Source: an optimization exercise on an open RTL-to-GDS flow (aim: small area, a short achievable clock period and few clock cycles per item). Production flows keep margins and buffers that such runs may drop. In this exercise RTL edits were held to simulation tests only and were not proved equivalent to the original. Power is estimated from default activity; no workload was simulated.

==> flow/design.v (excerpt) <==
module sonar_range_proximity_blinker_unit (
  input  logic                                clk,
  input  logic                                rst,
  input  logic                                item_valid,
  output logic                                item_stall,
  input  srpb_pkg::srpb_item_t                item,
  output logic                                result_valid,
  input  logic                                result_stall,
  output srpb_pkg::srpb_result_t              result,
  input  logic                                cfg_valid,
  output logic                                cfg_ready,
  input  logic [srpb_pkg::CFG_IDX_W-1:0]      cfg_index,
  input  logic [srpb_pkg::CFG_DATA_W-1:0]     cfg_data
);
Size in the first run: ~1200 cells after synthesis, ~190 flip-flops, ~9900 µm² of cells after synthesis.
Settings: LEC_CHECK=0, ABC_CLOCK_PERIOD_IN_PS=2000, CAP_MARGIN=20, CORE_MARGIN=2, CORE_UTILIZATION=40, CTS_BUF_LIST=sky130_fd_sc_hd__clkbuf_8, PLACE_DENSITY=0.75, SETUP_SLACK_MARGIN=4.3, SLEW_MARGIN=20; clock period 7.0 ns.
standard.sh (not shown) runs the stock make flow with config.mk's settings and CLKGATE_MAP_FILE= SYNTH_SCRIPT=/design/flow/synth_recipe.tcl, a recipe that flattens the netlist after the stock synthesis.
==> flow/flow/run.sh <==
#!/bin/bash
# The standard layout, with the port buffers made from plain buffers
# (sky130_fd_sc_hd__buf_2) instead of the delay cell buffer_ports picks by default
set -euo pipefail
bash standard.sh "BUFFER_PORTS_ARGS=-buffer_cell sky130_fd_sc_hd__buf_2" finish > flow.log 2>&1
Testbench counts at the start, summed over its fixed seeds: cycles 96,228, items 96,000.
Rerun with:
==> flow/flow/run.sh (replaced) <==
#!/bin/bash
# The standard layout, with the port buffers made from plain buffers
# (sky130_fd_sc_hd__buf_4) instead of the delay cell buffer_ports picks by default
set -euo pipefail
bash standard.sh "BUFFER_PORTS_ARGS=-buffer_cell sky130_fd_sc_hd__buf_4" finish > flow.log 2>&1
Settings changed: ABC_AREA from default to 1, CTS_BUF_LIST sky130_fd_sc_hd__clkbuf_8 to default, PLACE_DENSITY 0.75 to default.
Effect: Clock skew hardly moves. Worst hold slack stays flat. Routed wire length rises by about 6.5%.
Rerun with:
==> flow/flow/run.sh (replaced) <==
#!/bin/bash
# The standard layout, with the port buffers made from plain buffers
# (sky130_fd_sc_hd__buf_2) instead of the delay cell buffer_ports picks by default
set -euo pipefail
bash standard.sh "BUFFER_PORTS_ARGS=-buffer_cell sky130_fd_sc_hd__buf_2" finish > flow.log 2>&1
Settings changed: ABC_AREA 1 to default.
What happened: The new run went through all stages and came out clean. Area after synthesis fell by 2.4%. Cell count fell by 11%. Power fell by 25%. Fmax stays flat. Core utilization rose by 0.53 points.

* * *

== before ==
Another version of the RTL of sonar_range_proximity_blinker_unit (not shown whole).
Size: roughly 1,200 cells after synthesis, roughly 190 flip-flops, roughly 48 I/O pins, roughly 0.0093 mm2 of cells after synthesis.
Settings: LEC_CHECK=0, ABC_CLOCK_PERIOD_IN_PS=2000, CAP_MARGIN=20, CORE_MARGIN=2, CORE_UTILIZATION=40, CTS_BUF_LIST=sky130_fd_sc_hd__clkbuf_8, PLACE_DENSITY=0.8, SETUP_SLACK_MARGIN=4.4, SLEW_MARGIN=20; clock period 7.0 ns.
==> flow/flow/run.sh <==
#!/bin/bash
# The standard layout, with the port buffers made from plain buffers
# (sky130_fd_sc_hd__buf_2) instead of the delay cell buffer_ports picks by default
set -euo pipefail
bash standard.sh "BUFFER_PORTS_ARGS=-buffer_cell sky130_fd_sc_hd__buf_2" finish > flow.log 2>&1
before finished every step from synthesis to the final layout, and the layout passed the timing, design-rule and antenna checks.
Testbench counts of before, summed over its fixed seeds: cycles 96,228, items 96,000.
Edits applied to the flow inputs when going from before to after:
Settings: SETUP_SLACK_MARGIN now 4.3, was 4.4; PLACE_DENSITY now 0.85, was 0.8.
Notes after the runs:
Between before and after, the flow reports combinational power decreasing by a few percent. The global-route usage of after is lower than that of before. From before to after the numbers moved as follows: critical path arrival did not really move, number of cells on the critical path went up. On non-clock buffer count: between after and before, it ends up higher for before. Delta (after minus before): wire length of the first global-routing pass saw a decrease; design area saw a decrease; total number of nets in the final design saw a decrease. Pin count of the biggest net entering global routing sits lower in after than in before.

* * *

## run 1
The RTL this note starts from:
==> flow/design.v <==
package srpb_pkg;
  localparam int COUNT_WIDTH = 16;
  localparam int VAL_WIDTH   = 16;
  localparam int CM_CFG_W    = 10;
  localparam int FRAC_BITS   = 10;
  localparam int CFG_IDX_W   = 3;
  localparam int CFG_DATA_W  = 16;
  localparam logic [FRAC_BITS-1:0] DIST_SCALE_Q10 = FRAC_BITS'(878);
  localparam logic [VAL_WIDTH-1:0] ECHO_LAST_INT  = VAL_WIDTH'(56191);
  localparam logic [FRAC_BITS-1:0] ECHO_LAST_FRAC = FRAC_BITS'(146);
  localparam logic [VAL_WIDTH-1:0] RST_TRIGGER_INTERVAL = VAL_WIDTH'(4000);
  localparam logic [CM_CFG_W-1:0]  RST_NEAR_LIMIT_CM    = CM_CFG_W'(10);
  localparam logic [CM_CFG_W-1:0]  RST_FAR_LIMIT_CM     = CM_CFG_W'(100);
  localparam logic [VAL_WIDTH-1:0] RST_NEAR_HALF_PERIOD = VAL_WIDTH'(2000);
  localparam logic [VAL_WIDTH-1:0] RST_FAR_HALF_PERIOD  = VAL_WIDTH'(20000);
  localparam logic [CM_CFG_W-1:0]  RST_TICKS_PER_CM     = CM_CFG_W'(200);
  localparam logic [VAL_WIDTH-1:0] RST_HALF_PERIOD      = VAL_WIDTH'(20000);
  typedef enum logic [CFG_IDX_W-1:0] {
    CFG_TRIGGER_INTERVAL = 3'd0,
    CFG_NEAR_LIMIT_CM    = 3'd1,
    CFG_FAR_LIMIT_CM     = 3'd2,
    CFG_NEAR_HALF_PERIOD = 3'd3,
    CFG_FAR_HALF_PERIOD  = 3'd4,
    CFG_TICKS_PER_CM     = 3'd5
  } srpb_cfg_idx_t;
  typedef struct packed {
    logic action;
    logic echo_level;
  } srpb_item_t;
  typedef struct packed {
    logic                 trigger_out;
    logic                 led_out;
    logic [VAL_WIDTH-1:0] distance_cm;
    logic                 distance_new;
  } srpb_result_t;
endpackage
module srpb_mul (
  input  logic [srpb_pkg::VAL_WIDTH-1:0] acc,
  input  logic [srpb_pkg::CM_CFG_W-1:0]  a,
  input  logic                           bit_i,
  output logic [srpb_pkg::VAL_WIDTH-1:0] acc_next
);
  localparam int VW = srpb_pkg::VAL_WIDTH;
  logic [VW:0] sum;
  assign sum      = {1'b0, acc[VW-2:0], 1'b0} + {1'b0, VW'(bit_i ? a : '0)};
  assign acc_next = (acc[VW-1] || sum[VW]) ? '1 : sum[VW-1:0];
endmodule
module sonar_range_proximity_blinker_unit (
  input  logic                                clk,
  input  logic                                rst,
  input  logic                                item_valid,
  output logic                                item_stall,
  input  srpb_pkg::srpb_item_t                item,
  output logic                                result_valid,
  input  logic                                result_stall,
  output srpb_pkg::srpb_result_t              result,
  input  logic                                cfg_valid,
  output logic                                cfg_ready,
  input  logic [srpb_pkg::CFG_IDX_W-1:0]      cfg_index,
  input  logic [srpb_pkg::CFG_DATA_W-1:0]     cfg_data
);
  localparam int CW = srpb_pkg::COUNT_WIDTH;
  localparam int VW = srpb_pkg::VAL_WIDTH;
  localparam int FB = srpb_pkg::FRAC_BITS;
  localparam int KW = srpb_pkg::CM_CFG_W;
  logic [VW-1:0] trigger_interval;
  logic [KW-1:0] near_limit_cm;
  logic [KW-1:0] far_limit_cm;
  logic [VW-1:0] near_half_period;
  logic [VW-1:0] far_half_period;
  logic [KW-1:0] ticks_per_cm;
  logic [CW-1:0] trigger_next;   
  logic          pulse_pending;
  logic          trigger_level;
  logic [VW-1:0] echo_int;       
  logic [FB-1:0] echo_frac;      
  logic [VW-1:0] distance_cm;
  logic [VW-1:0] half_period;
  logic [CW-1:0] blink_next;     
  logic          led_state;
  logic          distance_new;
  logic          h_tick;
  logic          h_rise;
  logic          h_fall;
  logic          e_valid;
  srpb_pkg::srpb_item_t e_item;
  logic          stall_q;        
  logic          pending;        
  logic          rv_q;           
  logic [3:0]    scale_left;     
  logic          busy;           
  logic          scale_bit;      
  logic          push;
  logic          res_ok;
  logic          proc;
  logic          do_tick;
  logic          do_rise;
  logic          do_fall;
  logic          head_free;
  srpb_pkg::srpb_item_t nh_item;
  logic          nh_valid;
  logic [CW-1:0] trigger_inc;
  logic [CW-1:0] blink_inc;
  logic          trigger_hit;
  logic          blink_hit;
  logic          echo_last;
  logic          echo_carry;
  logic          near_hit;
  logic          mid_hit;
  logic          will_scale;
  logic [3:0]    tpc_msb;
  logic          tpc_msb_bit;
  logic          scale_bit_next;
  logic [VW-1:0] scale_next;
  logic          busy_next;
  logic          pending_next;
  assign cfg_ready    = 1'b1;
  assign item_stall   = stall_q;
  assign result_valid = rv_q;
  assign result       = {trigger_level, led_state, distance_cm, distance_new};
  assign res_ok  = !(pending && result_stall);
  assign proc    = (h_tick || h_rise || h_fall) && !busy && res_ok;
  assign do_tick = h_tick && !busy && res_ok;
  assign do_rise = h_rise && !busy && res_ok;
  assign do_fall = h_fall && !busy && res_ok;
  assign push      = item_valid && !stall_q;
  assign head_free = !(h_tick || h_rise || h_fall) || proc;
  assign nh_valid  = e_valid || push;
  assign nh_item   = e_valid ? e_item : item;
  assign trigger_inc = trigger_next + CW'(1);
  assign blink_inc   = blink_next + CW'(1);
  assign trigger_hit = trigger_next >= trigger_interval;
  assign blink_hit   = blink_next >= half_period;
  assign echo_carry = echo_frac >= FB'(1024 - 878);
  assign echo_last  = (echo_int == srpb_pkg::ECHO_LAST_INT) &&
                      (echo_frac == srpb_pkg::ECHO_LAST_FRAC);
  assign near_hit = (echo_int[VW-1:KW] == '0) &&
                    ({echo_int[KW-1:0], |echo_frac} <= {near_limit_cm, 1'b0});
  assign mid_hit  = (echo_int[VW-1:KW] == '0) && (echo_int[KW-1:0] < far_limit_cm);
  always_comb begin
    tpc_msb     = 4'd0;
    tpc_msb_bit = 1'b0;
    for (int i = 1; i < KW; i++) begin
      if (ticks_per_cm[i]) begin
        tpc_msb     = 4'(i);
        tpc_msb_bit = ticks_per_cm[i-1];
      end
    end
  end
  assign will_scale = !near_hit && mid_hit && (tpc_msb != 4'd0);
  always_comb begin
    scale_bit_next = 1'b0;
    for (int i = 0; i < KW - 1; i++) begin
      if (scale_left == 4'(i + 2)) scale_bit_next = ticks_per_cm[i];
    end
    if (!busy) scale_bit_next = tpc_msb_bit;
  end
  srpb_mul u_mul (
    .acc      (half_period),
    .a        (distance_cm[KW-1:0]),
    .bit_i    (scale_bit),
    .acc_next (scale_next)
  );
  assign busy_next    = busy ? (scale_left != 4'd1) : (do_fall && will_scale);
  assign pending_next = proc || (pending && !(rv_q && !result_stall));
  always_ff @(posedge clk) begin
    if (rst) begin
      trigger_interval <= srpb_pkg::RST_TRIGGER_INTERVAL;
      near_limit_cm    <= srpb_pkg::RST_NEAR_LIMIT_CM;
      far_limit_cm     <= srpb_pkg::RST_FAR_LIMIT_CM;
      near_half_period <= srpb_pkg::RST_NEAR_HALF_PERIOD;
      far_half_period  <= srpb_pkg::RST_FAR_HALF_PERIOD;
      ticks_per_cm     <= srpb_pkg::RST_TICKS_PER_CM;
    end else if (cfg_valid) begin
      case (cfg_index)
        srpb_pkg::CFG_TRIGGER_INTERVAL: trigger_interval <= cfg_data;
        srpb_pkg::CFG_NEAR_LIMIT_CM:    near_limit_cm    <= cfg_data[KW-1:0];
        srpb_pkg::CFG_FAR_LIMIT_CM:     far_limit_cm     <= cfg_data[KW-1:0];
        srpb_pkg::CFG_NEAR_HALF_PERIOD: near_half_period <= cfg_data;
        srpb_pkg::CFG_FAR_HALF_PERIOD:  far_half_period  <= cfg_data;
        srpb_pkg::CFG_TICKS_PER_CM:     ticks_per_cm     <= cfg_data[KW-1:0];
        default: ;
      endcase
    end
  end
  always_ff @(posedge clk) begin
    if (rst) begin
      trigger_next  <= CW'(1);
      pulse_pending <= 1'b0;
      trigger_level <= 1'b0;
      echo_int      <= '0;
      echo_frac     <= '0;
      distance_cm   <= '0;
      half_period   <= srpb_pkg::RST_HALF_PERIOD;
      blink_next    <= CW'(1);
      led_state     <= 1'b0;
      distance_new  <= 1'b0;
      h_tick        <= 1'b0;
      h_rise        <= 1'b0;
      h_fall        <= 1'b0;
      e_valid       <= 1'b0;
      stall_q       <= 1'b0;
      pending       <= 1'b0;
      rv_q          <= 1'b0;
      scale_left    <= '0;
      busy          <= 1'b0;
    end else begin
      if (do_tick) begin
        trigger_next  <= trigger_hit ? CW'(1) : trigger_inc;
        pulse_pending <= trigger_hit;
        trigger_level <= trigger_hit || (trigger_level && !pulse_pending);
        blink_next    <= blink_hit ? CW'(1) : blink_inc;
        led_state     <= led_state ^ blink_hit;
        if (echo_last) begin
          echo_int  <= '0;
          echo_frac <= '0;
        end else begin
          if (echo_carry) echo_int <= echo_int + VW'(1);
          echo_frac <= echo_frac + srpb_pkg::DIST_SCALE_Q10;
        end
      end
      if (do_rise) begin
        echo_int  <= '0;
        echo_frac <= '0;
      end
      if (proc) distance_new <= do_fall;
      if (do_fall) begin
        distance_cm <= echo_int;
        if (near_hit)                half_period <= near_half_period;
        else if (!mid_hit)           half_period <= far_half_period;
        else if (ticks_per_cm == '0) half_period <= '0;
        else                         half_period <= echo_int;
        scale_left <= tpc_msb;
      end
      if (busy) begin
        half_period <= scale_next;
        scale_left  <= scale_left - 4'd1;
      end
      busy    <= busy_next;
      pending <= pending_next;
      rv_q    <= pending_next && !busy_next;
      if (head_free) begin
        h_tick  <= nh_valid && !nh_item.action;
        h_rise  <= nh_valid && nh_item.action && nh_item.echo_level;
        h_fall  <= nh_valid && nh_item.action && !nh_item.echo_level;
        e_valid <= e_valid && push;
        stall_q <= e_valid && push;
      end else begin
        e_valid <= e_valid || push;
        stall_q <= e_valid || push;
      end
    end
  end
  always_ff @(posedge clk) begin
    if (push && (e_valid || !head_free)) e_item <= item;
    scale_bit <= scale_bit_next;
  end
endmodule
Settings: LEC_CHECK=0, ABC_CLOCK_PERIOD_IN_PS=2000, CAP_MARGIN=20, CORE_MARGIN=2, CORE_UTILIZATION=40, SETUP_SLACK_MARGIN=4.5, SLEW_MARGIN=20; clock period 7.0 ns.
==> flow/flow/run.sh <==
#!/bin/bash
# The standard layout, with the port buffers made from plain buffers
# (sky130_fd_sc_hd__buf_4) instead of the delay cell buffer_ports picks by default
set -euo pipefail
bash standard.sh "BUFFER_PORTS_ARGS=-buffer_cell sky130_fd_sc_hd__buf_4" finish > flow.log 2>&1
Run 1 completed every stage of the flow, and the final layout passed the timing, design-rule and antenna checks.
Testbench counts of run 1, summed over its fixed seeds: cycles 96,228, items 96,000.
The inputs of run 2 differ from those of run 1 as listed below.
Settings: putting CTS_BUF_LIST at sky130_fd_sc_hd__clkbuf_4 sky130_fd_sc_hd__clkbuf_8 where nothing was set; swapping 4.5 for 4.3 in SETUP_SLACK_MARGIN.
==> flow/flow/run.sh <==
#!/bin/bash
# The standard layout, with the port buffers made from plain buffers
# (sky130_fd_sc_hd__buf_2) instead of the delay cell buffer_ports picks by default
set -euo pipefail
bash standard.sh "BUFFER_PORTS_ARGS=-buffer_cell sky130_fd_sc_hd__buf_2" finish > flow.log 2>&1
==> summary.txt <==
- The worst setup slack in run 2 sits 0.042 ns below the value recorded for run 1.
- Diff run 1 -> run 2: overall power consumption dropped about 11%, final non-filler cell total went down by 29, share of cells above drive strength 1 has decreased, register-to-register slack fell 0.15 ns.
- Taking run 1 as the reference, in run 2 count of vias placed by the detailed router saw a decrease, clock insertion delay at the later pin of the skew report picked up an extra 0.04 ns, worst hold slack roughly the same.
- Design area went down by a little under 10% going from run 1 to run 2.
- Diff run 1 -> run 2 | static leakage | decrease of 0.32 nW

* * *

run A:
RTL: one of the versions met above, not the one the previous note started from.
Size: about 1200 cells after synthesis, about 48 I/O pins, ~9300 um2 of cells after synthesis.
clock: 7.0 ns
lec_check: 0
abc_clock_period_in_ps: 2000
cap_margin: 20
core_margin: 2
core_utilization: 48
cts_buf_list: sky130_fd_sc_hd__clkbuf_8
place_density: 0.85
setup_slack_margin: 4.45
slew_margin: 20
==> flow/flow/run.sh <==
#!/bin/bash
# The standard layout, with the port buffers made from plain buffers
# (sky130_fd_sc_hd__buf_2) instead of the delay cell buffer_ports picks by default
set -euo pipefail
bash standard.sh "BUFFER_PORTS_ARGS=-buffer_cell sky130_fd_sc_hd__buf_2" finish > flow.log 2>&1
Testbench counts of run A, summed over its fixed seeds: cycles 96,228, items 96,000.
For run B, these inputs were changed with respect to run A:
- CORE_UTILIZATION: 48 -> 40
==> comparison <==
Run B vs run A, power in the clock group went up by 7.1%. Run A → run B: slack of the critical path went up by 0.046 ns, footprint of the multi-input gates went down by 1.6%, routed length per instance was more or less identical. From run A to run B the numbers moved as follows: ratio of final minimum period to clock period went down; wire length of the first global-routing pass went up. Run A went all the way through the flow, and no timing, DRC or antenna check failed. Run B completed every stage of the flow, and the final layout passed the timing, design-rule and antenna checks.
For run C, these inputs were changed with respect to run B:
- PLACE_DENSITY: 0.85 -> 0.75
- SETUP_SLACK_MARGIN: 4.45 -> 4.3
- Multiplexer area fraction after synthesis: run B vs run C identical
- Between run B and run C, reg-to-reg setup timing slack decreased.
- The final layout from run C, which completed every stage, passed the timing, design-rule and antenna checks at the end of the flow.
- Run B -> run C: routed wire length decreased slightly
- Comparing run B with run C, the sequential share of layout area came out essentially unchanged.
- In run C the design area turned out 0.38% lower than in run B.
- Per the comparison of run C with run B, multi-input gate share of the layout cell area fell by 0.60 points; total power rose by 5.8%; total number of vias fell by 231; share of power burned in combinational logic fell by 0.7 points.
--- input diff run C..run D ---
- CORE_UTILIZATION now 55, was 40
- SETUP_SLACK_MARGIN now 4.45, was 4.3
- PLACE_DENSITY now 0.85, was 0.75
Notes after the runs:
- Ratio of cells with drive above 1 in the final layout: higher on run D
- Highest net fanout along the worst path delta for run D relative to run C: 3 higher
- Compared with run C, run D shows part of the total power dissipated in sequential elements higher by 2.8 points.
- Run D | stages: all done | timing, DRC, antenna: all pass
- Overall power after layout was lower in the run labelled run D.
#### Input delta (run E over run D)
- PLACE_DENSITY: 0.85 -> 0.9
- CORE_UTILIZATION: 55 -> 60
- SETUP_SLACK_MARGIN: 4.45 -> 4.3
--- outcome ---
Taking run D as the reference, in run E worst setup margin fell 0.12 ns, design internal power shrank by 0.71%, ratio of total power to cell area increased about 0.8%, cell count moved down.
### run E -> run F
- changing SETUP_SLACK_MARGIN from 4.3 to 4.45
- changing PLACE_DENSITY from 0.9 to 0.85
- removing ABC_CLOCK_PERIOD_IN_PS (formerly 2000)
- changing CORE_UTILIZATION from 60 to 40
--- outcome ---
Run F was carried through to the last stage, and its layout satisfied the timing, design-rule and antenna checks. Comparing run F and run E, the higher internal cell power is on run E. Fmax | run F vs run E | run F faster. Register share of total power: run F vs run E — no meaningful difference. Diff run E -> run F: setup slack now sits higher; sequential share of layout area now sits lower; HPWL reported at the end of detailed placement now sits higher; net switching power figure now sits higher. Summary: with run E as the reference, overall die height in run F moved up by more than 10%. In the final reports, the cell area of run F is larger than that of run E. Against run E, number of cell rows in run F rose by more than 10%.

[separate check: timing with driven ports]
The results above use ideal ports. As a check the final layouts listed here were re-extracted and re-timed, cells and wires unchanged. Step 1 assumes that a clkbuf_16 drives the clock port and a buf_2 every other input. Step 2, shift: input delay + t, output delay - t, t = (earliest + latest rising clock arrival at the registers) / 2. This alone moves slack from input paths to output paths. Slacks: ideal / step 1 / step 2; pairs: ideal / step 1.
run	t (ns)	setup WS [ns]	slew at the worst register clock pin (ns)	worst slew at a driven data input, ns	pins driven straight from the clock port
the first run of note 1	0.525	4.389 / 4.405 / 3.889	0.10 / 0.10	0.04	1
the second run of note 1	0.484	4.371 / 4.397 / 3.913	0.07 / 0.07	0.03	1
the third run of note 1	0.482	4.369 / 4.384 / 3.902	0.08 / 0.08	0.04	1
before	0.521	4.406 / 4.406 / 3.889	0.10 / 0.10	0.05	1
after	0.518	4.354 / 4.354 / 3.873	0.11 / 0.11	0.05	1
run 1	0.479	4.414 / 4.420 / 3.941	0.07 / 0.07	0.05	1
run 2	0.510	4.373 / 4.389 / 3.884	0.11 / 0.11	0.04	1
run A	0.512	4.365 / 4.365 / 3.873	0.10 / 0.10	0.09	1
run B	0.523	4.411 / 4.411 / 4.006	0.11 / 0.11	0.06	1
run C	0.519	4.350 / 4.350 / 3.831	0.10 / 0.10	0.05	1
run D	0.509	4.337 / 4.337 / 3.967	0.10 / 0.10	0.05	1
run E	0.508	4.219 / 4.219 / 3.743	0.09 / 0.09	0.05	1
run F	0.523	4.411 / 4.411 / 4.006	0.11 / 0.11	0.06	1
After both steps every run listed still meets setup and hold. For run C, which loses most, drivers alone change the setup slack by 0.000 ns; drivers and shift together by -0.519 ns.
